What follows belongs to an exercise in optimizing a design on an open flow for small area; a production flow would make more cautious choices.
In this exercise RTL edits were held to simulation tests only and were not proved equivalent to the original.
Power figures rest on the tool's default switching activity, not on a simulated workload. The flow treats the clock pin as an ideal source, which a real chip does not have.

==> flow/design.v <==
`default_nettype none
module dmem_responder #(
  parameter int DEPTH   = 32,   
  parameter int LATENCY = 2     
) (
  input  logic        clk,
  input  logic        reset,
  input  logic        req_valid,
  output logic        req_ready,
  input  logic        req_write,
  input  logic [31:0] req_addr,
  input  logic [31:0] req_wdata,
  input  logic [3:0]  req_be,
  output logic        resp_valid,
  input  logic        resp_ready,
  output logic [31:0] resp_rdata,
  output logic        resp_err
);
  localparam int AW = $clog2(DEPTH);
  localparam int CW = $clog2(LATENCY + 1);
  localparam logic [CW-1:0] CNT_ONE  = CW'(1);
  localparam logic [CW-1:0] CNT_LOAD = CW'(LATENCY - 1);
  typedef enum logic [1:0] {
    IDLE = 2'd0,
    WAIT = 2'd1,
    RESP = 2'd2
  } state_t;
  state_t         state_q, state_d;
  logic [CW-1:0]  cnt_q, cnt_d;
  logic           accept;
  logic           enter_resp;
  logic           write_q;
  logic [31:0]    addr_q;
  logic [31:0]    wdata_q;
  logic [3:0]     be_q;
  logic [31:0]    rdata_q;
  logic           err_q;
  logic [31:0]    mem_q [DEPTH];
  logic           a_write;
  logic [31:0]    a_addr;
  logic [31:0]    a_wdata;
  logic [3:0]     a_be;
  logic [AW-1:0]  a_index;
  logic           a_err;
  assign req_ready  = (state_q == IDLE) && !reset;
  assign resp_valid = (state_q == RESP);
  assign resp_rdata = rdata_q;
  assign resp_err   = err_q;
  always_comb begin
    a_write = write_q;
    a_addr  = addr_q;
    a_wdata = wdata_q;
    a_be    = be_q;
    if (state_q == IDLE) begin
      a_write = req_write;
      a_addr  = req_addr;
      a_wdata = req_wdata;
      a_be    = req_be;
    end
    a_index = a_addr[AW+1:2];
    a_err   = (|a_addr[1:0]) || (|a_addr[31:AW+2]);
  end
  always_comb begin
    state_d    = state_q;
    cnt_d      = cnt_q;
    accept     = 1'b0;
    enter_resp = 1'b0;
    case (state_q)
      IDLE: begin
        if (req_valid) begin
          accept = 1'b1;
          if (LATENCY == 1) begin
            state_d    = RESP;
            enter_resp = 1'b1;
          end else begin
            cnt_d   = CNT_LOAD;
            state_d = WAIT;
          end
        end
      end
      WAIT: begin
        cnt_d = cnt_q - CNT_ONE;
        if (cnt_q == CNT_ONE) begin
          state_d    = RESP;
          enter_resp = 1'b1;
        end
      end
      RESP: begin
        if (resp_ready) begin
          state_d = IDLE;
        end
      end
      default: begin
        state_d = IDLE;
      end
    endcase
  end
  always_ff @(posedge clk) begin
    if (reset) begin
      state_q <= IDLE;
      cnt_q   <= '0;
      write_q <= 1'b0;
      addr_q  <= '0;
      wdata_q <= '0;
      be_q    <= '0;
      rdata_q <= '0;
      err_q   <= 1'b0;
      for (int i = 0; i < DEPTH; i++) begin
        mem_q[i] <= '0;
      end
    end else begin
      state_q <= state_d;
      cnt_q   <= cnt_d;
      if (accept) begin
        write_q <= req_write;
        addr_q  <= req_addr;
        wdata_q <= req_wdata;
        be_q    <= req_be;
      end
      if (enter_resp) begin
        err_q   <= a_err;
        rdata_q <= (!a_err && !a_write) ? mem_q[a_index] : 32'h0;
        if (!a_err && a_write) begin
          for (int b = 0; b < 4; b++) begin
            if (a_be[b]) begin
              mem_q[a_index][8*b +: 8] <= a_wdata[8*b +: 8];
            end
          end
        end
      end
    end
  end
endmodule
`default_nettype wire
==> flow/run.sh <==
#!/bin/bash
# synth_recipe.tcl (not shown) runs the flow's synth.tcl, then flattens the netlist and writes it again
# the make line also repeats each setting of config.mk as NAME=value (left out here)
make -C /OpenROAD-flow-scripts/flow DESIGN_CONFIG=/design/flow/config.mk WORK_HOME=/design/flow/orfs CLKGATE_MAP_FILE= SYNTH_SCRIPT=/design/flow/synth_recipe.tcl finish
==> flow/config.mk <==
export PLATFORM = sky130hd
export DESIGN_NAME = dmem_responder
export DESIGN_NICKNAME = dmem_responder
export VERILOG_FILES = /design/flow/design.v
export SDC_FILE = /design/flow/constraint.sdc
export NUM_CORES = 4
export LEC_CHECK = 0
export CAP_MARGIN = 20
export CORE_MARGIN = 2
export CORE_UTILIZATION = 40
export SLEW_MARGIN = 20
==> flow/constraint.sdc <==
create_clock -name core_clock -period 5.0 [get_ports {clk}]
set_input_delay 1.0000 -clock core_clock [delete_from_list [all_inputs] [get_ports {clk}]]
set_output_delay 1.0000 -clock core_clock [all_outputs]
set_load 0.01 [all_outputs]
==> results of run 1 <==
-- area by class of cell --
type                            count  area (µm²)
Inverter                            2        7.51
Antenna cell                        3        7.51
Timing Repair Buffer              394        3350
Multi-Input combinational cell   2756       16000
Fill cell                       11400       67700
Clock buffer                      163        3190
Tap cell                         1650        2060
Sequential cell                  1130       32900
Clock inverter                     50         507
-- registers in the layout (all words and copies together) (netlist names) --
| signal | cells |
|---|---|
| state_q | 2 |
| err_q | 1 |
| cnt_q | 2 |
| be_q | 4 |
| rdata_q | 32 |
| mem_q | 1024 |
| write_q | 1 |
| addr_q | 32 |
| wdata_q | 32 |
-- cell families after synthesis --
| family | after synthesis | synth area share |
|---|---|---|
| and+or+nand+nor | 1776 | 0.147 |
| AOI/OAI and AO/OA | 790 | 0.105 |
| muxes | 189 | 0.0594 |
| adders and majority gates | 1 | 0.000247 |
| DFF | 1130 | 0.648 |
| buffers and inverters | 442 | 0.0402 |
-- layer usage --
| metal | up-vias | routed length, µm | global-route usage |
|---|---|---|---|
| met3 | 293 | 17100 | 0.0444 |
| met5 | - | 42 | 0 |
| li1 | 15800 | - | - |
| met1 | 18300 | 66700 | 0.353 |
| met4 | 6 | 6560 | 0.0952 |
| met2 | 2028 | 76900 | 0.397 |
-- worst max-delay path, stage by stage, from the launching register on --
cell and delay [ps]:
dfxtp_1 940, or2_2 560, mux2_2 640, nor3_1 610, nand2_2 360, o21bai_1 770
-- power groups by stage --
stage,Combinational (mW),Clock (mW),Sequential (mW)
floorplan,1.44,0,10.8
global placement,2.30,0,10.9
detailed placement,2.31,0,10.9
CTS,2.33,8.67,10.7
global route,2.48,9.01,10.7
finish,2.36,8.59,10.7
-- placed cells by master (no fill, tap or decap), types with 12 or more instances in the layout --
cell                n
a22oi_1            12
nor2_1           1068
nand3_1            51
clkinv_1           18
nand4_1            14
dfxtp_1           106
a32oi_1            39
a32o_1             16
a41o_1             26
o21ai_0           161
o21ai_1            14
clkdlybuf4s50_1   106
a2111oi_0          15
nor3_1            100
o31ai_2            15
nor4_1             12
o21bai_1          128
edfxtp_1         1024
a21o_1             36
a211oi_1           67
nand2_1           376
mux2i_1            96
clkbuf_1           37
a21oi_1           179
and3_1             84
buf_4             277
o2111ai_1          13
nand3_2            18
clkinv_2           15
clkbuf_16         117
mux4_2             79
-- metrics by stage --
stage / area (µm²) / power (mW)
after floorplan: 50700 / 12.3
after global placement: 54300 / 13.2
after detailed placement: 54300 / 13.2
after CTS: 58000 / 21.7
after global routing: 58000 / 22.2
final: 58000 / 21.7
-- worst max-delay path by stage --
stage                            start       endpoint  slack [ps]
after detailed placement  req_addr[22]  mem_q[18][27]         450
after global placement    req_addr[22]  mem_q[18][30]         450
final                       state_q[1]  mem_q[13][14]         730
after floorplan            req_addr[7]   mem_q[22][0]        1790
after global routing        state_q[1]  mem_q[18][30]         610
after CTS                   state_q[1]      req_ready         740
==> summary.txt, run 1 <==
status=complete, no violations; fin worst setup slack=between 700 and 800 ps; grt total ovfl=0; share of post-route cells with drive strength above 1=0.135; worst slew pin tran=1140 ps; floorplan row count=130; area leader, netlist=edfxtp_1; Slew headroom=0.237; Post-synth EDFFs=1,024; RSZ-0062 raised after global routing=no; FF-to-FF setup slack=730 ps; fin crit period=4270 ps; Worst Path Max Fanout=19; Pwr Density=373 nW/µm²; hold_sp=wdata_q[6]; Startpoint Class=register; final net count=approximately 4.5k; P_int=16.3 mW; Seq cells post-synth=1,130; P&R area growth vs syn=14.3%; CTS Sinks=1,130; top_reg_cell synth=edfxtp_1; reg2reg end=mem_q[13][14]; syn_nets=4,402; arrival time worst endpoint=between 4000 and 5000 ps; Max clock buf depth=3; final setup vio count=0; Place WS=448 ps; max_cap viols=0; hold-fix buffers at CTS=0; CTS tree=built; Switching Share=0.248; all-layer global routing usage=0.254; Lkg Pwr=between 15 and 20 nW; Non-Filler Instances=6,148; Comb power frac=0.109; hold slack=~450 ps; Worst Setup End Kind=register; number of detailed-route iterations in the first pass=6; htree depth=3; Mapped Avg Cell Area=11.7 µm²; Std-Cell Core Area=126,000 µm²; final design utilization=0.461; CP Class=reg -> reg; IO Port Bufs=107; vias in the first global route=34.7k; top-count cell post-synth=nor2_1; final slew viol count=0; area share of the largest cell type after synthesis=0.606; worst skew pair latency=around 720 ps; FFs w/ async S/R, synth=0; Cells after DPL=5,932; die width=360 µm; clk_skew=24.1 ps; fin crit share=0.854; die area=130,000 µm²; Endpoint, Worst Hold=wdata_q[6]; synth cell count leaders=1,069 x nor2_1, 1,024 x edfxtp_1, 379 x nand2_1; initial antenna violation count=6; first-pass GRT wire length=between 200 and 250 mm; cell count after synthesis=4,328; TNS Setup=0 ps; sequential fraction of the synthesis area=0.648; Starting Density=0.404; ANT nets after route=0; Die Ht=360 µm; worst vdd ir=roughly 0.00027 V; vias post-DR=36.5k; worst min-delay path class=reg -> reg; power share of the sequential group=0.494; clock network power share=0.397; Yosys cell types=75; Routed Wire Length=167 mm; synthesized cell area=~50,000 µm²; DRC viols=0; r2r startpoint=state_q[1]; GP Congestion=0.865; total CTS buffers=116; YS warnings=1; post-CTS sizing=0; Clock Tree Root=clkbuf_16; Setup Buffers After CTS=0; 1st-iter DRT viols=4,952; Worst-path clk slew=60 ps; DPL Wire Length=108 mm; Switch Pwr=5.37 mW; largest net degree at the start of global routing=160; Fin. Hold Viols=0; Ports=108; WL per Instance=27.2 µm; Max Clock Freq=234 MHz; Worst Path Required=5330 ps; Synth area leaders=edfxtp_1 61%, nor2_1 7.9%, dfxtp_1 4.2%; DR vias/cell=about 6; Worst R2R Path Depth=5; worst hold stages=2
==> inputs of run 2 (changes only) <==
==> flow/design.v (replaced) <==
`default_nettype none
module dmem_responder #(
  parameter int DEPTH   = 32,   
  parameter int LATENCY = 2     
) (
  input  logic        clk,
  input  logic        reset,
  input  logic        req_valid,
  output logic        req_ready,
  input  logic        req_write,
  input  logic [31:0] req_addr,
  input  logic [31:0] req_wdata,
  input  logic [3:0]  req_be,
  output logic        resp_valid,
  input  logic        resp_ready,
  output logic [31:0] resp_rdata,
  output logic        resp_err
);
  localparam int AW = $clog2(DEPTH);
  localparam int NW = (LATENCY > 1) ? LATENCY - 1 : 1;
  logic          resp_q;             
  logic [NW-1:0] wait_q;             
  logic          idle;
  logic          accept;
  assign idle       = ~resp_q & ~(|wait_q);
  assign req_ready  = idle & ~reset;
  assign accept     = req_valid & req_ready;
  assign resp_valid = resp_q;
  generate
    if (LATENCY > 1) begin : g_wait
      always_ff @(posedge clk) begin
        for (int i = 0; i < NW; i++) begin
          if (reset)       wait_q[i] <= 1'b0;
          else if (i == 0) wait_q[i] <= accept;
          else             wait_q[i] <= wait_q[(i == 0) ? 0 : i - 1];
        end
      end
      always_ff @(posedge clk) begin
        if (reset) resp_q <= 1'b0;
        else       resp_q <= wait_q[NW-1] | (resp_q & ~resp_ready);
      end
    end else begin : g_nowait
      assign wait_q = 1'b0;
      always_ff @(posedge clk) begin
        if (reset) resp_q <= 1'b0;
        else       resp_q <= accept | (resp_q & ~resp_ready);
      end
    end
  endgenerate
  logic          in_err;
  assign in_err = (|req_addr[1:0]) | (|req_addr[31:AW+2]);
  logic [AW-1:0] idx_q;
  logic          ld_q;               
  logic          st_q;               
  logic          err_q;
  logic [3:0]    be_q;
  logic [31:0]   wd_q;               
  always_ff @(posedge clk) begin
    if (idle) begin
      idx_q <= req_addr[AW+1:2];
      ld_q  <= ~req_write & ~in_err;
      err_q <= in_err;
      be_q  <= req_be;
      for (int b = 0; b < 4; b++) begin
        wd_q[8*b +: 8] <= req_wdata[8*b +: 8] & {8{req_be[b]}};
      end
    end
  end
  always_ff @(posedge clk) begin
    if (reset)     st_q <= 1'b0;
    else if (idle) st_q <= req_valid & req_write & ~in_err;
  end
  assign resp_err = err_q;
  logic [AW-1:0] rot_q;              
  logic [AW-1:0] pos;                
  always_ff @(posedge clk) begin
    if (reset) rot_q <= '0;
    else       rot_q <= rot_q + AW'(1);
  end
  assign pos = idx_q + rot_q;
  logic [31:0]      slot_q [DEPTH];
  logic [DEPTH-1:0] vld_q;
  logic [DEPTH-1:0] rsel;
  genvar p, b;
  generate
    for (p = 0; p < DEPTH; p++) begin : g_slot
      localparam int S = (p == 0) ? DEPTH - 1 : p - 1;    
      if (S % 3 == 0) begin : g_ins
        logic ins;
        assign ins = st_q & (pos == AW'(S));
        always_ff @(posedge clk) begin
          vld_q[p] <= ~reset & (vld_q[S] | ins);
        end
        for (b = 0; b < 4; b++) begin : g_byte
          logic we;
          assign we = ins & (be_q[b] | ~vld_q[S]);
          always_ff @(posedge clk) begin
            slot_q[p][8*b +: 8] <= we ? wd_q[8*b +: 8] : slot_q[S][8*b +: 8];
          end
        end
      end else begin : g_pass
        always_ff @(posedge clk) begin
          vld_q[p]  <= ~reset & vld_q[S];
          slot_q[p] <= slot_q[S];
        end
      end
      assign rsel[p] = ld_q & vld_q[p] & (pos == AW'(p));
    end
  endgenerate
  always_comb begin
    resp_rdata = '0;
    for (int i = 0; i < DEPTH; i++) begin
      resp_rdata = resp_rdata | (slot_q[i] & {32{rsel[i]}});
    end
  end
endmodule
`default_nettype wire
==> run 2 against run 1 <==
Net effect: the layout now fails its checks (setup timing); flip-flop and latch count decreased by 23; critical path depth rose by 7; clock-buffer cell count fell by 24; synthesized cell count is 37% lower; worst hold slack worse by 120 ps; sequential power shrank 15%; sequential share of layout area fell by 5.9 points; clock skew grew 17 ps; clock power up 0.6%; critical endpoint is now resp_rdata[1]; highest routed layer unchanged.
==> summary.txt, run 2 <==
status=complete, but fails checks; SO Viols=setup timing; Synth area leaders=dfxtp_1 60%, mux2_2 8.5%, a22oi_1 5.6%; top_reg_cell synth=dfxtp_1; syn_nets=about 2.8k; multiplexer share of the synthesized area=0.119; Max clock buf depth=3; FFs w/ async S/R, synth=0; clock network power share=0.466; Crit-path slowest cell=fa_2; YS warnings=2; Die Ht=301 µm; arrival time worst endpoint=4140 ps; vias in the first global route=26.4k; ANT nets after route=0; worst vdd ir=0.000303 V; Ports=roughly 110; crit path buf inv count=4; all-layer global routing usage=0.314; largest net degree at the start of global routing=40; Compound-Gate Fraction of Synth Area=0.153; Switching Share=0.228; final slew viol count=0; max_cap viols=0; final net count=3,100; max FFs per register=1,024; post-synthesis xor/xnor area fraction=0.00170; final setup vio count=6; placed standard-cell area=39,200 µm²; worst skew pair latency=710 ps; htree depth=3; fillcell total=7,453; Crit path max-delay family=compound AO/OA/AOI/OAI gates; 1st-iter DRT viols=3,679; Yosys cell types=76; Cells after DPL=4,003; Worst Path Required=4000 ps; Fin. Hold Viols=0; crit-path max cell delay=480 ps; total power=about 19 mW; hold-fix buffers at CTS=0; DPL Wire Length=96.8 mm; area leader, netlist=dfxtp_1; critical path, cell by cell=buf_6 -> fa_2 -> xor2_4 -> buf_6 -> and4_4 -> buf_8 -> a222oi_1 -> a21o_1 -> a21oi_2 -> a2111oi_4 -> nand4_1 -> buf_2; initial antenna violation count=9; power share of the sequential group=0.490; CTS Sinks=1,107; Worst Path Max Fanout=6; FF/Latch Area=~23,000 µm²; Worst-path clk slew=around 60 ps; area share of fa/ha/maj cells after synthesis=0.00233; commonest non-fill, non-tap cell in the layout=dfxtp_1; fin worst setup slack=-144 ps; Clock Tree Root=clkbuf_16; DR vias/cell=6.16; fin crit period=a little over 5000 ps; worst slew pin tran=approximately 1200 ps; worst min-delay path class=reg -> reg; biggest registers after layout=slot_q: 1024 flops, vld_q: 32 flops, wd_q: 32 flops; P_int=14.3 mW; RSZ-0062 raised after global routing=yes; fin crit share=1.03; WL per Instance=34.0 µm; Biggest register=slot_q; Mapped Avg Cell Area=13.0 µm²; fin area=44,500 µm²; number of detailed-route iterations in the first pass=8; Starting Density=0.402; grt total ovfl=0; Place WS=-253 ps; share of post-route cells with drive strength above 1=0.334; synth cell count leaders=1,064 x dfxtp_1, 267 x mux2_2, 265 x a22oi_1; Multi-input gate area=12,700 µm²; Post-synth EDFFs=43; Non-Filler Instances=4,280; clk_skew=slightly above 40 ps; simple-gate share of the synthesized area=0.0602; Slew headroom=0.207; CTS tree=built; DRC viols=0; largest family of logic cells by synthesized area=compound AO/OA/AOI/OAI gates; vias post-DR=26.3k; die area=between 90,000 and 100,000 µm²; floorplan row count=109; TNS Setup=-323 ps; Routed Wire Length=145 mm; die width=301 µm; total CTS buffers=106; area share of the largest cell type after synthesis=0.602; Startpoint Class=register; sequential fraction of the synthesis area=0.639; most frequent cells in the layout=1,064 x dfxtp_1, 267 x mux2_2, 247 x a22oi_1, 180 x buf_4; first-pass GRT wire length=200 mm; Switch Pwr=between 4 and 5 mW; Seq cells post-synth=about 1.1k; CP Class=reg -> out; Worst Setup End Kind=output pin; Most common cell on crit path=buf_6; Pwr Density=416 nW/µm²; Std-Cell Core Area=88,000 µm²; P&R area growth vs syn=25.9%; GP Congestion=1.01; top-count cell post-synth=dfxtp_1; cell count after synthesis=2,715; Lkg Pwr=16.9 nW; Comb power frac=0.044; IO Port Bufs=107; Max Clock Freq=194 MHz; synthesized cell area=35,400 µm²
[run 2: cell types whose count changed after synthesis, sizes merged, moves of 164 or more]
cell    change
dfxtp     +958
a22oi     +253
edfxtp    -981
mux2      +348
nor2     -1018
o21ai     -164
nand2     -344
[run 2: final timing paths]
check             slack (ps)             end          start  depth (start not counted)
setup / recovery        -140   resp_rdata[1]       idx_q[1]                         12
hold / removal           330   slot_q[8][15]  slot_q[7][15]                          0
setup reg to reg        1180  slot_q[25][19]       idx_q[1]                          8
hold reg to reg          330   slot_q[8][15]  slot_q[7][15]                          0
[run 2: cell type report]
type | instances | share of cell area
Timing Repair Buffer | 389 | 0.0889
Antenna cell | 3 | 0.000169
Clock buffer | 139 | 0.0686
Inverter | 17 | 0.00143
Multi-Input combinational cell | 1400 | 0.285
Clock inverter | 60 | 0.0163
Tap cell | 1165 | 0.0327
Sequential cell | 1107 | 0.507
[run 2: power groups by stage]
| stage | sequential (mW) | combinational, mW | clock, mW |
|---|---|---|---|
| final | 9.09 | 0.818 | 8.64 |
| after global routing | 9.10 | 0.831 | 9.00 |
| after CTS | 9.09 | 0.765 | 8.68 |
| after detailed placement | 9.28 | 0.663 | 0 |
| after global placement | 9.28 | 0.653 | 0 |
| after floorplan | 9.17 | 0.327 | 0 |
[run 2: cell families (layout without fill, tap and decap cells)]
kind of cell / Yosys count / count (layout)
mux: 354 / 354
xor+xnor: 6 / 6
compound gates: 686 / 686
flops: 1107 / 1107
buf+inv: 208 / 605
other cells: 0 / 3
fa+ha+maj: 6 / 6
simple gates: 348 / 348
[run 2: layer usage]
metal | up-vias | GRT usage | share of wire
li1 | 10800 | - | -
met1 | 13300 | 0.411 | 0.40
met3 | 452 | 0.0785 | 0.10
met2 | 1770 | 0.470 | 0.43
met4 | 10 | 0.179 | 0.063
met5 | - | 0 | 0.00046
[run 2: repair_timing]
action / 4_1_cts / 5_1_grt
gates cloned: 2 / 0
hold endpoints to repair: 0 / 0
endpoints found under the setup margin: 32 / 31
resized for setup: 292 / 89
pin swaps: 92 / 82
setup buffers: 52 / 27
[run 2: stage by stage]
stage	utilization	hold slack (ps)
global placement	0.445	329
finish	0.506	335
detailed placement	0.445	332
global route	0.506	343
CTS	0.501	336
floorplan	-	323
==> inputs of run 3 (changes only) <==
==> flow/design.v (replaced) <==
`default_nettype none
module dmem_responder #(
  parameter int DEPTH   = 32,   
  parameter int LATENCY = 2     
) (
  input  logic        clk,
  input  logic        reset,
  input  logic        req_valid,
  output logic        req_ready,
  input  logic        req_write,
  input  logic [31:0] req_addr,
  input  logic [31:0] req_wdata,
  input  logic [3:0]  req_be,
  output logic        resp_valid,
  input  logic        resp_ready,
  output logic [31:0] resp_rdata,
  output logic        resp_err
);
  localparam int AW = $clog2(DEPTH);
  localparam int NW = LATENCY - 1;
  logic          resp_q;             
  logic [NW-1:0] wait_q;             
  logic          idle;
  logic          accept;
  assign idle       = ~resp_q & ~(|wait_q);
  assign req_ready  = idle & ~reset;
  assign accept     = req_valid & req_ready;
  assign resp_valid = resp_q;
  always_ff @(posedge clk) begin
    for (int i = 0; i < NW; i++) begin
      if (reset)       wait_q[i] <= 1'b0;
      else if (i == 0) wait_q[i] <= accept;
      else             wait_q[i] <= wait_q[(i == 0) ? 0 : i - 1];
    end
  end
  always_ff @(posedge clk) begin
    if (reset) resp_q <= 1'b0;
    else       resp_q <= wait_q[NW-1] | (resp_q & ~resp_ready);
  end
  logic          in_err;
  logic          in_ld;
  assign in_err = (|req_addr[1:0]) | (|req_addr[31:AW+2]);
  assign in_ld  = ~req_write & ~in_err;
  logic [AW-1:0] rot_q;              
  logic [AW-1:0] pos_q;              
  logic [AW-1:0] pos;                
  logic          ld;                 
  always_ff @(posedge clk) begin
    if (reset) rot_q <= '0;
    else       rot_q <= rot_q + AW'(1);
  end
  logic          ld_q;               
  logic          st_q;               
  logic          err_q;
  logic          late_q;             
  logic [3:0]    be_q;
  logic [31:0]   wd_q;               
  assign pos = idle ? req_addr[AW+1:2] + rot_q : pos_q;
  assign ld  = idle ? in_ld : ld_q;
  always_ff @(posedge clk) begin
    pos_q <= pos + AW'(1);
    if (idle) begin
      ld_q  <= in_ld;
      err_q <= in_err;
      be_q  <= req_be;
      for (int b = 0; b < 4; b++) begin
        wd_q[8*b +: 8] <= req_wdata[8*b +: 8] & {8{req_be[b]}};
      end
    end
  end
  always_ff @(posedge clk) begin
    if (reset)     st_q <= 1'b0;
    else if (idle) st_q <= req_valid & req_write & ~in_err;
  end
  assign resp_err = err_q;
  logic [31:0]      slot_q [DEPTH];
  logic [DEPTH-1:0] vld_q;
  logic [DEPTH-1:0] rsel;
  logic [DEPTH-1:0] at_src;
  genvar p, b;
  generate
    for (p = 0; p < DEPTH; p++) begin : g_slot
      localparam int S = (p == 0) ? DEPTH - 1 : p - 1;    
      localparam bit S_SRC = ((S % 3) == 0) && (S <= DEPTH - 2);
      localparam bit P_SRC = ((p % 3) == 0) && (p <= DEPTH - 2);
      if (S_SRC) begin : g_ins
        logic ins;
        assign ins = st_q & (pos_q == AW'(S));
        always_ff @(posedge clk) begin
          vld_q[p] <= ~reset & (vld_q[S] | ins);
        end
        for (b = 0; b < 4; b++) begin : g_byte
          logic we;
          assign we = ins & (be_q[b] | ~vld_q[S]);
          always_ff @(posedge clk) begin
            slot_q[p][8*b +: 8] <= we ? wd_q[8*b +: 8] : slot_q[S][8*b +: 8];
          end
        end
      end else begin : g_pass
        always_ff @(posedge clk) begin
          vld_q[p]  <= ~reset & vld_q[S];
          slot_q[p] <= slot_q[S];
        end
      end
      if (P_SRC) begin : g_notap
        assign rsel[p] = 1'b0;
      end else begin : g_tap
        assign rsel[p] = ld & vld_q[p] & (pos == AW'(p));
      end
      assign at_src[p] = P_SRC && (pos == AW'(p));
    end
  endgenerate
  logic [31:0] rd;
  logic [31:0] rdata_q;
  always_comb begin
    rd = '0;
    for (int i = 0; i < DEPTH; i++) begin
      rd = rd | (slot_q[i] & {32{rsel[i]}});
    end
  end
  always_ff @(posedge clk) begin
    if (idle) late_q <= |at_src;
    if (idle | (wait_q[0] & late_q)) rdata_q <= rd;
  end
  assign resp_rdata = rdata_q;
endmodule
`default_nettype wire
==> run 3 against run 2 <==
Net effect: worst hold slack better by 1.5 ps; flip-flop and latch count is 33 higher; wire length is 17% lower; clock skew is 9.6 ps lower; now clean on timing, DRC and antenna; highest routed layer unchanged; fmax is 21% higher.
==> summary.txt, run 3 <==
fin worst setup slack=around 760 ps; Synth area leaders=dfxtp_1 62%, mux2_2 12%, edfxtp_1 6.1%; Switch Pwr=4.17 mW; WL met3=10.0 mm; vias post-DR=23.3k; TNS Setup=0 ps; final slew viol count=0; sequential fraction of the synthesis area=0.683; CP Class=in -> reg; most frequent cells in the layout=1,070 x dfxtp_1, 355 x mux2_2, 169 x buf_4, 138 x a22oi_1, 112 x clkbuf_16; vias in the first global route=23.5k; htree depth=3; Crit path max-delay family=simple AND/OR/NAND/NOR gates; fin crit period=4240 ps; CTS tree=built; fin crit share=0.848; clk_skew=approximately 32 ps; P&R area growth vs syn=21.1%; Yosys cell types=69; Biggest register=slot_q; 1st-iter DRT viols=between 2k and 3k; DR vias/cell=around 5.7; Worst-path clk slew=approximately 70 ps; synthesized cell area=between 30,000 and 40,000 µm²; DPL Wire Length=79.5 mm; die area=between 80,000 and 90,000 µm²; FFs w/ async S/R, synth=0; Seq cells post-synth=1,140; Lkg Pwr=roughly 16 nW; placed standard-cell area=38,000 µm²; final design utilization=0.489; final setup vio count=0; Worst Setup End Kind=register; YS warnings=2; Worst Path Max Fanout=19; first-pass GRT wire length=170 mm; post-CTS sizing=0; arrival time worst endpoint=around 4800 ps; floorplan row count=107; Starting Density=0.404; power share of the sequential group=0.506; fin area=between 40,000 and 50,000 µm²; P_int=14.5 mW; worst vdd ir=0.000317 V; share of post-route cells with drive strength above 1=0.260; status=complete, no violations; fillcell total=between 7k and 8k; max_cap viols=0; Setup Buffers After CTS=0; top-count cell post-synth=dfxtp_1; Ports=108; initial antenna violation count=4; clock network power share=0.450; commonest non-fill, non-tap cell in the layout=dfxtp_1; worst min-delay path class=reg -> reg; critical path, cell by cell=clkdlybuf4s50_1 -> ha_1 -> fa_1 -> nand3_1 -> a211oi_1 -> nor3_4 -> inv_2 -> buf_4 -> buf_4 -> nor3_1 -> buf_4 -> a22oi_1 -> and4_1 -> nand4_1; crit path buf inv count=5; number of detailed-route iterations in the first pass=8; Max clock buf depth=3; synth cell count leaders=1,070 x dfxtp_1, 355 x mux2_2, 138 x a22oi_1; WL per Instance=29.6 µm; Crit-path slowest cell=nor3_1; Max Clock Freq=236 MHz; Comb power frac=0.044; ANT nets after route=0; area leader, netlist=dfxtp_1; worst skew pair latency=680 ps; Slew headroom=0.200; Post-synth EDFFs=70; Std-Cell Core Area=roughly 85,000 µm²; area share of the largest cell type after synthesis=0.622; Mapped Avg Cell Area=13.3 µm²; grt total ovfl=0; crit-path max cell delay=840 ps; total power=18.7 mW; final net count=2,920; cell count after synthesis=about 2.6k; DRT met1 WL=~50 mm; hold-fix buffers at CTS=0; Worst Path Required=5510 ps; GP Congestion=~0.96; top_reg_cell synth=dfxtp_1; Pwr Density=449 nW/µm²; RSZ-0062 raised after global routing=no; total CTS buffers=roughly 110; Switching Share=0.223; Place WS=between 150 and 200 ps; Routed Wire Length=121 mm; wire length on met2=54.9 mm; syn_nets=2,666; die width=around 300 µm; largest net degree at the start of global routing=50; all-layer global routing usage=0.266; max FFs per register=1,024; worst slew pin tran=between 1000 and 1500 ps; IO Port Bufs=107; Top Metal Used=met5; Die Ht=297 µm; Most common cell on crit path=buf_4; DRC viols=0; CTS Sinks=1,140; Startpoint Class=input pin; Fin. Hold Viols=0; Clock Tree Root=clkbuf_16
[run 3: per-layer routing]
| metal | track usage | up-vias |
|---|---|---|
| li1 | - | 9971 |
| met2 | 0.421 | 1200 |
| met4 | 0.127 | 2 |
| met1 | 0.351 | 11800 |
| met5 | 0 | - |
| met3 | 0.0486 | 290 |
[run 3: power by group through the flow]
stage / Combinational, mW / Sequential [mW] / Clock (mW)
final: 0.823 / 9.45 / 8.42
after global routing: 0.848 / 9.46 / 8.87
after CTS: 0.810 / 9.45 / 8.51
after detailed placement: 0.804 / 9.65 / 0
after global placement: 0.801 / 9.65 / 0
after floorplan: 0.437 / 9.53 / 0
[run 3: metrics by stage]
step | instances | hold slack (ps)
final | 4075 | 336
after global routing | 4073 | 341
after CTS | 4073 | 336
after detailed placement | 3868 | 335
after global placement | 3867 | 332
after floorplan | 2581 | 323
[run 3: kinds of logic (layout without fill, tap and decap cells)]
| family | Yosys count | in the layout | synth area share |
|---|---|---|---|
| AO/OA/AOI/OAI | 433 | 433 | 0.0963 |
| XOR/XNOR | 7 | 7 | 0.00178 |
| adder cells (fa/ha/maj) | 12 | 12 | 0.00458 |
| buffers and inverters | 172 | 520 | 0.0222 |
| flip-flops | 1140 | 1140 | 0.683 |
| multiplexers | 367 | 367 | 0.120 |
| other | 0 | 2 | 0 |
| AND/OR/NAND/NOR | 450 | 450 | 0.0721 |
[run 3: path summary, 6_finish.rpt]
kind	cells past startpoint	end	startpoint	slack, ps
max reg2reg	13	rdata_q[16]	wait_q	1080
min	0	slot_q[17][15]	slot_q[16][15]	340
min reg2reg	0	slot_q[17][15]	slot_q[16][15]	340
max	14	rdata_q[16]	req_addr[2]	760
[run 3: layout make-up]
| class | count | area, µm² | area share |
|---|---|---|---|
| Antenna cell | 2 | 5.00 | 0.000120 |
| Clock buffer | 161 | 3230 | 0.0774 |
| Clock inverter | 44 | 480 | 0.0115 |
| Inverter | 23 | 86.3 | 0.00207 |
| Multi-Input combinational cell | 1269 | 10300 | 0.246 |
| Sequential cell | 1140 | 23500 | 0.565 |
| Tap cell | 1144 | 1430 | 0.0344 |
| Timing Repair Buffer | 292 | 2650 | 0.0636 |
==> inputs of run 4 (changes only) <==
--- a/flow/config.mk
+++ b/flow/config.mk
@@ -7,5 +7,7 @@
 export LEC_CHECK = 0
 export CAP_MARGIN = 20
 export CORE_MARGIN = 2
-export CORE_UTILIZATION = 40
+export CORE_UTILIZATION = 60
+export CTS_BUF_LIST = sky130_fd_sc_hd__clkbuf_8
+export CTS_CLUSTER_SIZE = 30
 export SLEW_MARGIN = 20
==> run 4 against run 3 <==
Net effect: largest cell class unchanged; first-iteration DRC count grew 3.3%; synthesized area unchanged; non-clock buffer count decreased by 1; final area fell by 1.9%; global-route usage up 12 points; register-to-register slack got worse by 100 ps; still clean on timing, DRC and antenna; critical path depth did not move; fmax rose by 1.8%; setup slack better by 76 ps; critical path type unchanged; via count up 2.6%.
==> summary.txt, run 4 <==
status=complete, no violations; Most common cell on crit path=buf_4; cell count after synthesis=2,581; floorplan row count=87; Die Ht=roughly 240 µm; CP Class=in -> reg; Max Clock Freq=240 MHz; P&R area growth vs syn=18.8%; die area=59,300 µm²; grt total ovfl=0; Worst R2R Path Depth=13; synth cell count leaders=1,070 x dfxtp_1, 355 x mux2_2, 138 x a22oi_1; arrival time worst endpoint=4860 ps; crit-path max cell delay=820 ps; fin crit share=0.833; area share of the largest cell type after synthesis=0.622; Slew headroom=0.275; Mapped Avg Cell Area=13.3 µm²; area leader, netlist=dfxtp_1; worst vdd ir=0.000317 V; sequential fraction of the synthesis area=0.683; total CTS buffers=171; Lkg Pwr=16.6 nW; clk_skew=around 37 ps; Clock Tree Root=clkbuf_8; final setup vio count=0; TNS Setup=0 ps; Worst Setup End Kind=register; Starting Density=0.608; Post-synth EDFFs=70; reg2reg end=rdata_q[27]; synthesized cell area=34,400 µm²; Worst Path Required=5700 ps; Worst-path clk slew=60 ps; first-pass GRT wire length=165 mm; die width=244 µm; fillcell total=3,996; Worst Setup SP=req_addr[2]; DR vias/cell=between 6 and 7; Crit path depth=14; Setup Buffers After CTS=0; worst min-delay path class=reg -> reg; GP Congestion=just over 1; ANT nets after route=0; WL per Instance=30.8 µm; commonest non-fill, non-tap cell in the layout=dfxtp_1; hold-fix buffers at CTS=0; Yosys cell types=69; Pwr Density=434 nW/µm²; top_reg_cell synth=dfxtp_1; vias post-DR=23.9k; r2r startpoint=wait_q; CTS tree=built; Max clock buf depth=3; Biggest register=slot_q; IO Port Bufs=107; FF/Latch Area=23,500 µm²; RSZ-0062 raised after global routing=no; Ports=108; Routed Wire Length=roughly 120 mm; Crit-path slowest cell=and4_1; FF-to-FF setup slack=980 ps; vias in the first global route=23.9k; post-CTS sizing=0; Seq cells post-synth=1,140; crit path buf inv count=5; number of detailed-route iterations in the first pass=8; Worst Path Max Fanout=18; most frequent cells in the layout=1,070 x dfxtp_1, 355 x mux2_2, 209 x clkbuf_8, 168 x buf_4, 138 x a22oi_1; share of post-route cells with drive strength above 1=0.267; final design utilization=0.722; final slew viol count=0; FFs w/ async S/R, synth=0; Startpoint Class=input pin; worst slew pin tran=between 1000 and 1500 ps; total power=17.7 mW; max FFs per register=1,024; DPL Wire Length=between 70 and 80 mm; YS warnings=2; DRC viols=0; Fin. Hold Viols=0; final net count=2,981; syn_nets=around 2.7k; max_cap viols=0; placed standard-cell area=37,400 µm²; CP endpoint=rdata_q[27]; worst skew pair latency=850 ps; critical path, cell by cell=clkdlybuf4s50_1 -> ha_1 -> fa_1 -> nand3_1 -> a211oi_1 -> nor3_4 -> inv_2 -> buf_4 -> and4_1 -> buf_4 -> buf_4 -> a22o_1 -> nor3_1 -> nand3_1; largest net degree at the start of global routing=67; all-layer global routing usage=0.390; initial antenna violation count=5; Synth area leaders=dfxtp_1 62%, mux2_2 12%, edfxtp_1 6.1%; 1st-iter DRT viols=between 2k and 3k; htree depth=4; top-count cell post-synth=dfxtp_1; Crit path max-delay family=buffers and inverters; fin area=40,900 µm²; Multi-input gate area=10,200 µm²; Std-Cell Core Area=around 57,000 µm²; fin crit period=roughly 4200 ps; CTS Sinks=1,140
run 4: changes by cell type in the layout (fill, tap and decap cells not counted), sizes merged:
cell	previous run	this run
clkinvlp	3	2
bufinv	9	1
clkbuf	161	209
clkinv	31	25
buf	185	184
diode	2	4
inv	24	101
run 4: report_power, final:
group / switching [mW] / total (mW) / leakage (nW) / internal, mW
clock: 3.60 / 7.47 / 2.04 / 3.87
combinational: 0.503 / 0.798 / 5.17 / 0.295
sequential: 0.172 / 9.46 / 9.38 / 9.29
total: 4.28 / 17.7 / 16.6 / 13.4
run 4: area by class of cell:
class / instances / area share
diodes: 4 / 0.000245
clock buffers: 209 / 0.0704
clock inverters: 106 / 0.0135
inverters: 23 / 0.00211
multi-input cells: 1269 / 0.250
flip-flops and latches: 1140 / 0.575
well taps: 756 / 0.0231
repair buffers: 291 / 0.0649
run 4: per-stage QoR:
| step | worst slack, ps | hold slack [ps] | cells |
|---|---|---|---|
| floorplan | 385 | 323 | 2581 |
| global placement | 133 | 332 | 3479 |
| detailed placement | 109 | 334 | 3479 |
| CTS | 980 | 323 | 3794 |
| global route | 773 | 334 | 3796 |
| finish | 835 | 335 | 3798 |
run 4: worst min path at each step:
stage / startpoint / to / depth (start not counted)
finish: slot_q[8][30] / slot_q[9][30] / 0
global route: slot_q[19][10] / slot_q[20][10] / 0
CTS: slot_q[14][18] / slot_q[15][18] / 0
detailed placement: slot_q[28][7] / slot_q[29][7] / 0
global placement: slot_q[23][5] / slot_q[24][5] / 0
floorplan: slot_q[28][7] / slot_q[29][7] / 0
run 4: cells by family (layout without fill, tap and decap cells):
logic type / after synthesis / after routing / share of synthesized area
and+or+nand+nor: 450 / 450 / 0.0721
DFF: 1140 / 1140 / 0.683
muxes: 367 / 367 / 0.120
other: 0 / 4 / 0
buffers and inverters: 172 / 629 / 0.0222
adders and majority gates: 12 / 12 / 0.00458
AOI/OAI and AO/OA: 433 / 433 / 0.0963
xor gates and xnor gates: 7 / 7 / 0.00178
run 4: routing by layer:
metal | vias to the layer above | track usage | part of all wire
met5 | - | 0 | 0
met4 | 0 | 0.199 | 0.050
met3 | 357 | 0.101 | 0.11
met2 | 1567 | 0.592 | 0.45
met1 | 11900 | 0.519 | 0.40
li1 | 10100 | - | -
==> inputs of run 5 (changes only) <==
==> flow/flow/run.sh (new file) <==
#!/bin/bash
# Layout flow: the standard ORFS flow (standard.sh), with two changes:
#  - CTS without dummy loads (they only add area to balance the tree);
#  - port buffers use a plain small buffer instead of a delay cell.
# Each tool's full output stays in ORFS's own logs under orfs/logs/; the make
# output goes to standard.log.
set -euo pipefail
cat >> config.mk <<'EOC'
export CTS_ARGS = -sink_clustering_enable -repair_clock_nets -dont_use_dummy_load
export BUFFER_PORTS_ARGS = -buffer_cell sky130_fd_sc_hd__buf_2
EOC
bash standard.sh > standard.log 2>&1
==> flow/standard.sh (new file) <==
#!/bin/bash
# synth_recipe.tcl (not shown) runs the flow's synth.tcl, then flattens the netlist and writes it again
# the make line also repeats each setting of config.mk as NAME=value (left out here)
make -C /OpenROAD-flow-scripts/flow DESIGN_CONFIG=/design/flow/config.mk WORK_HOME=/design/flow/orfs CLKGATE_MAP_FILE= SYNTH_SCRIPT=/design/flow/synth_recipe.tcl "${@:-finish}"
--- a/flow/config.mk
+++ b/flow/config.mk
@@ -8,6 +8,6 @@
 export CAP_MARGIN = 20
 export CORE_MARGIN = 2
 export CORE_UTILIZATION = 60
-export CTS_BUF_LIST = sky130_fd_sc_hd__clkbuf_8
-export CTS_CLUSTER_SIZE = 30
 export SLEW_MARGIN = 20
+export CTS_ARGS = -sink_clustering_enable -repair_clock_nets -dont_use_dummy_load
+export BUFFER_PORTS_ARGS = -buffer_cell sky130_fd_sc_hd__buf_2
removed: flow/run.sh
==> run 5 against run 4 <==
Net effect: non-clock buffer count fell by 37; die area did not move; fmax fell by 2.7%; total power fell by 4.5%; worst hold slack got worse by 15 ps; critical path type is now reg -> reg; largest power group unchanged.
==> summary.txt, run 5 <==
Pwr Density=about 430 nW/µm²; WL per Instance=32.3 µm; area leader, netlist=dfxtp_1; max_cap viols=0; Synth area leaders=dfxtp_1 62%, mux2_2 12%, edfxtp_1 6.1%; FF/Latch Area=between 20,000 and 25,000 µm²; P&R area growth vs syn=13.9%; post-CTS sizing=0; Multi-input gate area=10,300 µm²; TNS Setup=0 ps; area share of the largest cell type after synthesis=0.622; area share of fa/ha/maj cells after synthesis=0.00458; Mapped Avg Cell Area=between 10 and 15 µm²; FFs w/ async S/R, synth=0; Routed Wire Length=between 100 and 150 mm; total CTS buffers=105; top_reg_cell synth=dfxtp_1; clk_skew=52.9 ps; cell count after synthesis=2,581; initial antenna violation count=1; DPL Wire Length=between 70 and 80 mm; final setup vio count=0; max FFs per register=just over 1k; fin crit period=approximately 4300 ps; Clock Tree Root=clkbuf_16; syn_nets=2,666; synth cell count leaders=1,070 x dfxtp_1, 355 x mux2_2, 138 x a22oi_1; post-synthesis xor/xnor area fraction=0.00178; Top Metal Used=met5; Starting Density=0.608; worst skew pair latency=670 ps; 1st-iter DRT viols=2,750; number of detailed-route iterations in the first pass=6; RSZ-0062 raised after global routing=no; top-count cell post-synth=dfxtp_1; fillcell total=4,049; Worst Setup End Kind=register; multiplexer share of the synthesized area=0.120; final slew viol count=0; Lkg Pwr=15.7 nW; CP Class=reg -> reg; Compound-Gate Fraction of Synth Area=0.0963; CTS Sinks=1,140; total power=16.9 mW; Startpoint Class=register; worst vdd ir=0.000288 V; share of post-route cells with drive strength above 1=0.272; YS warnings=2; Seq cells post-synth=1,140; DR vias/cell=about 6.5; fin area=39,200 µm²; sequential fraction of the synthesis area=0.683; Switching Share=0.222; Fin. Hold Viols=0; Biggest register=slot_q; commonest non-fill, non-tap cell in the layout=dfxtp_1; vias in the first global route=23.0k; vias post-DR=~23k; Die Ht=244 µm; final net count=2,878; Worst Path Max Fanout=16; Std-Cell Core Area=56,600 µm²; GP Congestion=1.02; final design utilization=0.693; Cells after DPL=roughly 3.4k; DRC viols=0; floorplan row count=between 80 and 90; Non-Filler Instances=3,551; worst min-delay path class=reg -> reg; largest family of logic cells by synthesized area=multiplexers; synthesized cell area=34,400 µm²; Switch Pwr=3.76 mW; wire length on met2=just over 50 mm; die area=59,300 µm²; Comb power frac=0.041; hold-fix buffers at CTS=0; Setup Buffers After CTS=0; Yosys cell types=about 70; Ports=between 100 and 150; Worst-path clk slew=approximately 60 ps; Worst Path Required=5530 ps; power share of the sequential group=0.559; Post-synth EDFFs=70; arrival time worst endpoint=4810 ps; P_int=13.2 mW; IO Port Bufs=107; worst slew pin tran=1160 ps; ANT nets after route=0; CTS tree=built; status=complete, no violations; Slew headroom=0.227; Max Clock Freq=234 MHz; Max clock buf depth=3; placed standard-cell area=36,600 µm²; all-layer global routing usage=0.381; htree depth=3; clock network power share=0.400; most frequent cells in the layout=1,070 x dfxtp_1, 355 x mux2_2, 139 x buf_4, 138 x a22oi_1, 107 x buf_2; DRT met1 WL=between 40 and 50 mm; largest net degree at the start of global routing=67; simple-gate share of the synthesized area=0.0721; grt total ovfl=0; fin crit share=0.856; first-pass GRT wire length=~160 mm; die width=244 µm; WL met3=11.1 mm
==> run 5: cell count changes in the layout (fill, tap and decap cells not counted), moves of 5 or more <==
cell and change:
clkbuf_8 -209, buf_2 +107, clkdlybuf4s50_1 -107, clkbuf_16 +105, inv_1 -73, buf_4 -29, clkinv_2 -13, buf_12 -8
inv_6 -5
==> run 5: area by class of cell <==
| cell class | instances | share of cell area |
|---|---|---|
| inverters | 23 | 0.00220 |
| multi-input cells | 1269 | 0.262 |
| well taps | 756 | 0.0241 |
| clock buffers | 105 | 0.0670 |
| flip-flops and latches | 1140 | 0.600 |
| diodes | 4 | 0.000255 |
| repair buffers | 254 | 0.0444 |
==> run 5: critical path, cell delays in order, from the launching register on <==
cell	delay, ps
dfxtp_1	470
or2_1	650
inv_2	120
mux2i_1	370
ha_1	420
and2_1	430
o211ai_2	180
nor3_2	790
buf_4	260
buf_4	190
a22oi_1	120
nand2_1	80
or3_1	90
==> run 5: final timing paths <==
| kind | startpoint | endpoint | slack [ps] | cells past startpoint |
|---|---|---|---|---|
| worst max-delay path | wait_q | rdata_q[21] | 720 | 12 |
| worst min-delay path | slot_q[20][7] | slot_q[21][7] | 320 | 0 |
| worst max register to register | wait_q | rdata_q[21] | 720 | 12 |
| worst min register to register | slot_q[20][7] | slot_q[21][7] | 320 | 0 |
==> run 5: cells by family after synthesis <==
logic type,Yosys count
simple gates,450
xor+xnor,7
fa+ha+maj,12
compound gates,433
mux,367
flops,1140
buf+inv,172
==> run 5: per-stage QoR <==
step	hold WS (ps)	worst slack [ps]
after floorplan	323	385
after CTS	319	795
final	319	719
after detailed placement	333	311
after global routing	333	527
after global placement	328	361
==> run 5: power by group through the flow <==
stage	Combinational [mW]	Clock, mW	Sequential (mW)
3_3_place_gp	0.662	0	9.65
5_1_grt	0.721	7.12	9.47
3_5_place_dp	0.675	0	9.65
4_1_cts	0.679	6.77	9.46
6_report	0.696	6.77	9.46
2_1_floorplan	0.437	0	9.53
==> run 5: layer usage <==
metal  up-vias  track usage
met5         -            0
met3       316       0.0988
met1     11500        0.497
met2      1348        0.601
met4         2        0.169
li1       9779            -
==> inputs of run 6 (changes only) <==
--- a/flow/design.v
+++ b/flow/design.v
@@ -54,7 +54,6 @@
   logic          err_q;
   logic          late_q;             
   logic [3:0]    be_q;
-  logic [31:0]   wd_q;               
   assign pos = idle ? req_addr[AW+1:2] + rot_q : pos_q;
   assign ld  = idle ? in_ld : ld_q;
   always_ff @(posedge clk) begin
@@ -63,9 +62,6 @@
       ld_q  <= in_ld;
       err_q <= in_err;
       be_q  <= req_be;
-      for (int b = 0; b < 4; b++) begin
-        wd_q[8*b +: 8] <= req_wdata[8*b +: 8] & {8{req_be[b]}};
-      end
     end
   end
   always_ff @(posedge clk) begin
@@ -93,7 +89,7 @@
           logic we;
           assign we = ins & (be_q[b] | ~vld_q[S]);
           always_ff @(posedge clk) begin
-            slot_q[p][8*b +: 8] <= we ? wd_q[8*b +: 8] : slot_q[S][8*b +: 8];
+            slot_q[p][8*b +: 8] <= we ? data_q[8*b +: 8] : slot_q[S][8*b +: 8];
           end
         end
       end else begin : g_pass
@@ -111,17 +107,21 @@
     end
   endgenerate
   logic [31:0] rd;
-  logic [31:0] rdata_q;
+  logic [31:0] data_q;
+  logic        st_in;
+  assign st_in = idle & req_write;
   always_comb begin
-    rd = '0;
+    for (int b = 0; b < 4; b++) begin
+      rd[8*b +: 8] = req_wdata[8*b +: 8] & {8{st_in & req_be[b]}};
+    end
     for (int i = 0; i < DEPTH; i++) begin
       rd = rd | (slot_q[i] & {32{rsel[i]}});
     end
   end
   always_ff @(posedge clk) begin
-    if (idle) late_q <= |at_src;
-    if (idle | (wait_q[0] & late_q)) rdata_q <= rd;
+    if (idle) late_q <= in_ld & (|at_src);
+    if (idle | (wait_q[0] & late_q)) data_q <= rd;
   end
-  assign resp_rdata = rdata_q;
+  assign resp_rdata = data_q & {32{ld_q}};
 endmodule
 `default_nettype wire
--- a/flow/config.mk
+++ b/flow/config.mk
@@ -8,6 +8,8 @@
 export CAP_MARGIN = 20
 export CORE_MARGIN = 2
 export CORE_UTILIZATION = 60
+export CTS_CLUSTER_DIAMETER = 80
+export CTS_CLUSTER_SIZE = 30
 export SLEW_MARGIN = 20
 export CTS_ARGS = -sink_clustering_enable -repair_clock_nets -dont_use_dummy_load
 export BUFFER_PORTS_ARGS = -buffer_cell sky130_fd_sc_hd__buf_2
==> run 6 against run 5 <==
Net effect: sequential share of layout area grew 0.095 points; synthesized cell count shrank 4.3%; largest power group unchanged; still clean; final cell count shrank 5.3%; fmax shrank 0.11%; flip-flop and latch count shrank 32; critical path depth grew 1; sequential power shrank 3.9%; wire length shrank 7.1%; final area shrank 4.2%; clock-buffer cell count shrank 3.
==> summary.txt, run 6 <==
DPL Wire Length=approximately 70 mm; vias post-DR=21.6k; fin crit share=0.857; total CTS buffers=102; Die Ht=238 µm; final setup vio count=0; Post-synth EDFFs=38; worst slew pin tran=about 1100 ps; biggest registers after layout=slot_q: 1024 flops, data_q: 32 flops, vld_q: 32 flops; Startpoint Class=register; Clock Tree Root=clkbuf_16; max_cap viols=0; IO Port Bufs=107; Top Usage Layer GRT=met2; post-CTS sizing=0; Worst-path clk slew=60 ps; met2 usage=0.578; DRC viols=0; Std-Cell Core Area=54,100 µm²; clk_skew=38.2 ps; reg2reg end=data_q[19]; syn_nets=2,554; Worst Setup SP=wait_q; worst vdd ir=0.000338 V; Worst Path Max Fanout=11; Worst R2R Path Depth=13; Lkg Pwr=15.2 nW; number of detailed-route iterations in the first pass=6; share of post-route cells with drive strength above 1=0.274; cell count after synthesis=2,469; all-layer global routing usage=0.374; worst skew pair latency=650 ps; final slew viol count=0; worst min-delay path class=reg -> reg; Worst Setup End Kind=register; fin crit period=around 4300 ps; YS warnings=2; Fin. Hold Viols=0; final net count=between 2k and 3k; 1st-iter DRT viols=approximately 2.4k; top_reg_cell synth=dfxtp_1; Seq cells post-synth=roughly 1.1k; die width=238 µm; first-pass GRT wire length=151 mm; WL per Instance=31.7 µm; P&R area growth vs syn=13.8%; Max clock buf depth=3; Starting Density=0.609; final design utilization=0.693; largest net degree at the start of global routing=41; vias in the first global route=21.5k; Setup Buffers After CTS=0; Biggest register=slot_q; CTS Sinks=about 1.1k; grt met1 use=0.512; initial antenna violation count=1; Worst Path Required=5490 ps; RSZ-0062 raised after global routing=no; CP endpoint=data_q[19]; Yosys cell types=69; Ports=108; arrival time worst endpoint=4780 ps; r2r startpoint=wait_q; Max Clock Freq=between 200 and 250 MHz; floorplan row count=85; area share of the largest cell type after synthesis=0.650; status=complete, no violations; max FFs per register=1,024; CP Class=reg -> reg; synth cell count leaders=1,070 x dfxtp_1, 353 x mux2_2, 143 x a22oi_1; Slew headroom=0.261; ANT nets after route=0; commonest non-fill, non-tap cell in the layout=dfxtp_1; DR vias/cell=6.43; FF-to-FF setup slack=710 ps; die area=56,900 µm²; TNS Setup=0 ps; Mapped Avg Cell Area=approximately 13 µm²; M3 GR Usage=0.0740; FFs w/ async S/R, synth=0; area leader, netlist=dfxtp_1; Synth area leaders=dfxtp_1 65%, mux2_2 12%, edfxtp_1 3.5%; grt total ovfl=0; hold-fix buffers at CTS=0; GP Congestion=0.995; top-count cell post-synth=dfxtp_1; ant diodes=0; Routed Wire Length=107 mm; Pwr Density=430 nW/µm²; sequential fraction of the synthesis area=0.684; synthesized cell area=33,000 µm²; fillcell total=between 3k and 4k; CTS tree=built; htree depth=3; most frequent cells in the layout=1,069 x dfxtp_1, 353 x mux2_2, 143 x a22oi_1, 119 x buf_4, 107 x buf_2
run 6: cell count changes in the layout (fill, tap and decap cells not counted), moves of 8 or more:
cell / change
edfxtp_1: -32
nor4_1: -30
buf_4: -20
nand2_1: -20
a22o_1: +14
a222oi_1: +13
a221oi_1: +10
o2bb2ai_1: -10
a32oi_1: -9
and4_1: -9
mux2i_1: -9
nor4b_4: +8
run 6: metrics by stage:
stage	instance area (µm²)	power (mW)	worst slack, ps	hold WS (ps)	std cells
4_1_cts	37500	16.2	811	325	3362
6_report	37500	16.1	715	324	3363
2_1_floorplan	33000	9.48	556	323	2469
5_1_grt	37500	16.5	500	323	3363
3_5_place_dp	35000	9.77	131	334	3260
3_3_place_gp	35000	9.77	208	329	3260
run 6: where the power goes:
part | switching [mW] | internal, mW
clock | 2.98 | 3.56
sequential | 0.151 | 8.94
combinational | 0.354 | 0.162
run 6: final cells by class:
cell class                 count  area, µm²  area share
clock buffer                 102       2550      0.0680
inverter                      22       82.6     0.00220
multi-input combinational   1201       9880       0.263
sequential                  1108      22600       0.601
tap                          696        871      0.0232
timing repair buffer         234       1590      0.0423
run 6: critical path, cell delays in order (launching register included):
cell and delay (ps):
dfxtp_1 520, or2_1 260, buf_4 250, inv_2 60, buf_4 200, and4_1 200, nor3_4 260, inv_2 150
nor2_1 790, and4_1 820, buf_4 300, a22oi_1 80, and3_1 180, nand3_1 80
run 6: kinds of logic after synthesis:
logic type                 count (synthesis)  share of synthesized area
DFF                                     1108                      0.684
xor gates and xnor gates                   7                    0.00186
muxes                                    356                      0.121
adders and majority gates                 12                    0.00478
AOI/OAI and AO/OA                        445                      0.102
and+or+nand+nor                          381                     0.0657
buffers and inverters                    160                     0.0200
run 6: metal layers:
metal / vias to the layer above / wire length, µm
li1: 9312 / -
met1: 10800 / 44100
met2: 1226 / 47400
met3: 295 / 9480
met4: 2 / 5470
met5: - / 12
run 6: worst min-delay path by stage:
stage,startpoint,end,slack [ps],depth (start not counted)
6_report,slot_q[28][24],slot_q[29][24],320,0
5_1_grt,slot_q[28][24],slot_q[29][24],320,0
4_1_cts,slot_q[28][24],slot_q[29][24],320,0
3_5_place_dp,slot_q[4][27],slot_q[5][27],330,0
3_3_place_gp,slot_q[13][15],slot_q[14][15],330,0
2_1_floorplan,slot_q[13][15],slot_q[14][15],320,0
==> inputs of run 7 (changes only) <==
==> flow/flow/run.sh (replaced) <==
#!/bin/bash
# Layout flow: the standard ORFS flow (standard.sh), with two changes:
#  - CTS without dummy loads (they only add area to balance the tree), with
#    the sink clustering of config.mk;
#  - port buffers use a plain small buffer instead of a delay cell.
# Each tool's full output stays in ORFS's own logs under orfs/logs/; the make
# output goes to standard.log.
set -euo pipefail
cat >> config.mk <<'EOC'
export CTS_ARGS = -sink_clustering_enable -repair_clock_nets -dont_use_dummy_load -sink_clustering_size 30 -sink_clustering_max_diameter 80
export BUFFER_PORTS_ARGS = -buffer_cell sky130_fd_sc_hd__buf_1
EOC
bash standard.sh > standard.log 2>&1
==> flow/config.mk (replaced) <==
export PLATFORM = sky130hd
export DESIGN_NAME = dmem_responder
export DESIGN_NICKNAME = dmem_responder
export VERILOG_FILES = /design/flow/design.v
export SDC_FILE = /design/flow/constraint.sdc
export NUM_CORES = 4
export LEC_CHECK = 0
export CAP_MARGIN = 20
export CORE_MARGIN = 2
export CORE_UTILIZATION = 60
export SLEW_MARGIN = 20
export CTS_ARGS = -sink_clustering_enable -repair_clock_nets -dont_use_dummy_load -sink_clustering_size 30 -sink_clustering_max_diameter 80
export BUFFER_PORTS_ARGS = -buffer_cell sky130_fd_sc_hd__buf_1
==> run 7 against run 6 <==
Net effect: die area is the same; non-clock buffer count up 15; setup slack worse by 140 ps; clock power down 37%; first-iteration DRC count down 2.2%; clock skew rose by 14 ps; final area is 3.9% lower; global-route usage is 0.70 points lower.
==> summary.txt, run 7 <==
Comb power frac=0.037; commonest non-fill, non-tap cell in the layout=dfxtp_1; Ports=108; RSZ-0062 raised after global routing=no; ANT nets after route=0; Switching Share=0.223; placed standard-cell area=35,000 µm²; syn_nets=2,554; total CTS buffers=43; max FFs per register=just over 1k; synthesized cell area=33,000 µm²; Mapped Avg Cell Area=13.4 µm²; worst skew pair latency=between 600 and 700 ps; Startpoint Class=register; final setup vio count=0; Worst Path Required=~5400 ps; final slew viol count=0; CTS tree=built; Top Usage Layer GRT=met2; DR vias/cell=about 6.4; clk_skew=52.0 ps; Biggest register=slot_q; GP Congestion=0.988; Post-synth EDFFs=38; clock network power share=0.300; total power=about 14 mW; worst slew pin tran=1110 ps; share of post-route cells with drive strength above 1=0.220; FFs w/ async S/R, synth=0; fin crit period=4420 ps; DRC viols=0; worst hold stages=0; power share of the sequential group=0.663; Die Ht=238 µm; Routed Wire Length=105 mm; Seq cells post-synth=1,108; TNS Setup=0 ps; largest net degree at the start of global routing=41; CTS Sinks=1,108; top_reg_cell synth=dfxtp_1; YS warnings=2; DPL Wire Length=69.9 mm; grt met1 use=0.506; Lkg Pwr=between 10 and 15 nW; worst min-delay path class=reg -> reg; Worst Setup End Kind=register; biggest registers after layout=slot_q: 1024 flops, data_q: 32 flops, vld_q: 32 flops; P_int=10.6 mW; hold slack=332 ps; first-pass GRT wire length=149 mm; area leader, netlist=dfxtp_1; die area=between 50,000 and 60,000 µm²; htree depth=2; final design utilization=0.666; Max clock buf depth=3; IO Port Bufs=107; cell count after synthesis=2,469; floorplan row count=85; most frequent cells in the layout=1,069 x dfxtp_1, 353 x mux2_2, 143 x a22oi_1, 130 x buf_4, 106 x buf_1; Pwr Density=380 nW/µm²; number of detailed-route iterations in the first pass=6; fillcell total=4,090; max_cap viols=0; die width=238 µm; Max Clock Freq=226 MHz; Worst-path clk slew=between 100 and 150 ps; Starting Density=0.609; synth cell count leaders=1,070 x dfxtp_1, 353 x mux2_2, 143 x a22oi_1; P&R area growth vs syn=9.39%; vias post-DR=21.3k; initial antenna violation count=2; CP Class=reg -> reg; Worst R2R Path Depth=13; arrival time worst endpoint=about 4800 ps; Clock Tree Root=clkbuf_16; M3 GR Usage=0.0644; sequential fraction of the synthesis area=0.684; fin area=36,100 µm²; met2 usage=0.570; Switch Pwr=3.06 mW; Std-Cell Core Area=54,100 µm²; hold-fix buffers at CTS=0; Synth area leaders=dfxtp_1 65%, mux2_2 12%, edfxtp_1 3.5%; fin crit share=0.884; Slew headroom=0.258; 1st-iter DRT viols=2,356; post-CTS sizing=0; Worst Path Max Fanout=14; Fin. Hold Viols=0; top-count cell post-synth=dfxtp_1; Setup Buffers After CTS=0; vias in the first global route=around 21k; Yosys cell types=69; grt total ovfl=0; area share of the largest cell type after synthesis=0.650; all-layer global routing usage=0.367; worst vdd ir=about 0.00034 V; final net count=2,710; WL per Instance=31.5 µm; status=complete, no violations
-- run 7: worst max-delay path: stages, from the launching register on --
cell	delay, ps
dfxtp_1	590
or2_1	570
inv_2	80
mux2i_1	370
inv_1	130
ha_1	230
and3_1	180
ha_1	200
and2_1	150
and2_2	350
a222oi_1	450
o221ai_1	190
a221o_1	300
or3_1	370
-- run 7: path summary, 6_finish.rpt --
check / start / to / slack (ps)
worst max-delay path: wait_q / data_q[14] / 580
worst min-delay path: slot_q[19][14] / slot_q[20][14] / 330
worst max register to register: wait_q / data_q[14] / 580
worst min register to register: slot_q[19][14] / slot_q[20][14] / 330
-- run 7: area by class of cell --
cell class	instances	area, µm²	area share
Antenna cell	1	2.50	0.0000694
Clock buffer	43	1080	0.0298
Inverter	22	82.6	0.00229
Multi-Input combinational cell	1201	9860	0.273
Sequential cell	1108	22600	0.625
Tap cell	696	871	0.0241
Timing Repair Buffer	249	1620	0.0449
-- run 7: cells by family after synthesis --
group,count (synthesis),share of synthesized area
buffers and inverters,160,0.0200
adders and majority gates,12,0.00478
DFF,1108,0.684
and+or+nand+nor,381,0.0657
xor gates and xnor gates,7,0.00186
AOI/OAI and AO/OA,445,0.102
muxes,356,0.121
-- run 7: per-stage QoR --
stage | std cells | worst slack [ps]
3_3_place_gp | 3276 | 286
5_1_grt | 3319 | 309
6_report | 3320 | 580
3_5_place_dp | 3276 | 190
2_1_floorplan | 2469 | 556
4_1_cts | 3319 | 705
-- run 7: power by group through the flow --
stage | Sequential (mW) | Combinational, mW | Clock [mW]
floorplan | 9.15 | 0.323 | 0
global placement | 9.28 | 0.477 | 0
detailed placement | 9.28 | 0.483 | 0
CTS | 9.08 | 0.485 | 4.15
global route | 9.10 | 0.520 | 4.45
finish | 9.08 | 0.503 | 4.12
-- run 7: metal layers --
layer	wire length (µm)	vias up
li1	-	9214
met2	46500	1113
met5	0	-
met4	5290	0
met3	8920	279
met1	43900	10700
==> inputs of run 8 (changes only) <==
--- a/flow/config.mk
+++ b/flow/config.mk
@@ -5,9 +5,9 @@
 export SDC_FILE = /design/flow/constraint.sdc
 export NUM_CORES = 4
 export LEC_CHECK = 0
-export CAP_MARGIN = 20
+export CAP_MARGIN = 0
 export CORE_MARGIN = 2
 export CORE_UTILIZATION = 60
-export SLEW_MARGIN = 20
+export SLEW_MARGIN = 0
 export CTS_ARGS = -sink_clustering_enable -repair_clock_nets -dont_use_dummy_load -sink_clustering_size 30 -sink_clustering_max_diameter 80
 export BUFFER_PORTS_ARGS = -buffer_cell sky130_fd_sc_hd__buf_1
==> run 8 against run 7 <==
Net effect: flip-flop and latch count unchanged; clock skew down 1.5 ps; sequential power about the same; total power about the same; first-iteration DRC count down 4.8%; synthesized cell count unchanged; setup slack better by 7.4 ps.
==> summary.txt, run 8 <==
fin crit share=0.883; all-layer global routing usage=0.367; synthesized cell area=around 33,000 µm²; area leader, netlist=dfxtp_1; Max Clock Freq=227 MHz; Ports=around 110; FF/Latch Area=22,600 µm²; Std-Cell Core Area=~54,000 µm²; floorplan row count=between 80 and 90; htree depth=2; worst skew pair latency=640 ps; post-synthesis xor/xnor area fraction=0.00186; GP Congestion=between 0.9 and 1; Routed Wire Length=approximately 100 mm; top_reg_cell synth=dfxtp_1; area share of fa/ha/maj cells after synthesis=0.00478; WL per Instance=~31 µm; status=complete, no violations; total CTS buffers=43; Max clock buf depth=3; area share of the largest cell type after synthesis=0.650; largest net degree at the start of global routing=41; number of detailed-route iterations in the first pass=7; largest family of logic cells by synthesized area=multiplexers; top-count cell post-synth=dfxtp_1; cell count after synthesis=2,469; worst min-delay path class=reg -> reg; YS warnings=2; arrival time worst endpoint=between 4000 and 5000 ps; RSZ-0062 raised after global routing=no; CTS Sinks=1,108; hold slack=between 300 and 400 ps; post-CTS sizing=0; share of post-route cells with drive strength above 1=0.219; Die Ht=238 µm; vias in the first global route=roughly 21k; DPL Wire Length=70.1 mm; hold-fix buffers at CTS=0; Worst Path Required=5350 ps; sequential fraction of the synthesis area=0.684; Switching Share=0.224; final setup vio count=0; r2r startpoint=wait_q; power share of the sequential group=0.662; worst hold stages=0; Starting Density=0.609; max_cap viols=0; most frequent cells in the layout=1,069 x dfxtp_1, 353 x mux2_2, 143 x a22oi_1, 130 x buf_4, 106 x buf_1; max FFs per register=1,024; P_int=10.6 mW; Worst Setup End Kind=register; fillcell total=just over 4k; CP Class=reg -> reg; CTS tree=built; Endpoint, Worst Hold=slot_q[20][14]; fin worst setup slack=just under 600 ps; biggest registers after layout=slot_q: 1024 flops, data_q: 32 flops, vld_q: 32 flops; Worst Path Max Fanout=14; Yosys cell types=69; commonest non-fill, non-tap cell in the layout=dfxtp_1; DRC viols=0; grt total ovfl=0; Fin. Hold Viols=0; first-pass GRT wire length=between 100 and 150 mm; Lkg Pwr=14.2 nW; Synth area leaders=dfxtp_1 65%, mux2_2 12%, edfxtp_1 3.5%; Worst R2R Path Depth=14; final net count=2,710; fin crit period=roughly 4400 ps; reg2reg end=data_q[13]; Post-synth EDFFs=38; Place WS=164 ps; Setup Buffers After CTS=0; worst slew pin tran=1170 ps; Switch Pwr=roughly 3.1 mW; Pwr Density=between 300 and 400 nW/µm²; final slew viol count=0; 1st-iter DRT viols=2,244; synth cell count leaders=1,070 x dfxtp_1, 353 x mux2_2, 143 x a22oi_1; Worst-path clk slew=approximately 110 ps; Startpoint Class=register; Mapped Avg Cell Area=around 13 µm²; hold_sp=slot_q[19][14]; simple-gate share of the synthesized area=0.0657; clk_skew=50.5 ps; Multi-input gate area=between 9000 and 10,000 µm²; Comb power frac=0.037; syn_nets=2,554; DR vias/cell=6.39; FFs w/ async S/R, synth=0; FF-to-FF setup slack=590 ps; worst vdd ir=0.000314 V; initial antenna violation count=1; placed standard-cell area=35,000 µm²; fin area=roughly 36,000 µm²; die width=about 240 µm; ANT nets after route=0; Compound-Gate Fraction of Synth Area=0.102; Slew headroom=0.216; IO Port Bufs=107; vias post-DR=21.2k; Clock Tree Root=clkbuf_16; TNS Setup=0 ps; Seq cells post-synth=1,108; ant diodes=0; die area=56,900 µm²; P&R area growth vs syn=9.37%; Biggest register=slot_q; multiplexer share of the synthesized area=0.121; clock network power share=0.301
==> run 8: cell counts after synthesis <==
Identical to the previous run, type by type.
==> run 8: kinds of logic after synthesis <==
family	count (synthesis)
muxes	356
and+or+nand+nor	381
AOI/OAI and AO/OA	445
adders and majority gates	12
buffers and inverters	160
DFF	1108
xor gates and xnor gates	7
==> run 8: per-layer routing <==
layer / up-vias / part of all wire / global-route usage
met2: 1077 / 0.45 / 0.576
met3: 287 / 0.089 / 0.0826
met5: - / 0 / 0
met1: 10600 / 0.41 / 0.488
li1: 9225 / - / -
met4: 0 / 0.050 / 0.162
==> run 8: power by group through the flow <==
stage	logic [mW]	clock network, mW	registers [mW]
3_3_place_gp	0.477	0	9.28
5_1_grt	0.517	4.46	9.10
3_5_place_dp	0.482	0	9.28
6_report	0.503	4.13	9.08
2_1_floorplan	0.323	0	9.15
4_1_cts	0.484	4.14	9.08
==> run 8: per-stage QoR <==
step	cells	total power, mW	utilization
3_5_place_dp	3276	9.76	0.646
5_1_grt	3319	14.1	0.666
3_3_place_gp	3276	9.76	0.646
4_1_cts	3319	13.7	0.666
6_report	3319	13.7	0.666
2_1_floorplan	2469	9.48	-
==> run 8: worst max-delay path, cell delays in order (launching register included) <==
cell	delay, ps
dfxtp_1	580
or2_1	560
inv_2	80
mux2i_1	370
inv_1	140
ha_1	240
and3_1	190
ha_1	200
and2_1	150
and2_2	350
buf_4	280
a222oi_1	380
o31ai_1	120
a2111oi_0	350
nand4_1	140
==> run 8: layout make-up <==
type                    instances  area share
repair buffers                249      0.0449
flip-flops and latches       1108       0.626
multi-input cells            1201       0.273
clock buffers                  43      0.0298
inverters                      22     0.00229
well taps                     696      0.0241
==> run 8: worst max path at each step <==
| stage | from | endpoint | slack, ps |
|---|---|---|---|
| final | wait_q | data_q[13] | 590 |
| after global routing | wait_q | data_q[13] | 320 |
| after CTS | wait_q | data_q[14] | 700 |
| after detailed placement | req_addr[2] | data_q[13] | 160 |
| after global placement | req_addr[2] | data_q[6] | 290 |
| after floorplan | req_addr[2] | data_q[2] | 560 |

Setup slack of run 8, layout unchanged: 0.587 ns with ideal ports, 0.587 ns with driving cells assumed (clock clkbuf_16, inputs buf_2), 0.068 ns with port delays also shifted by the 0.676 ns mid clock arrival.
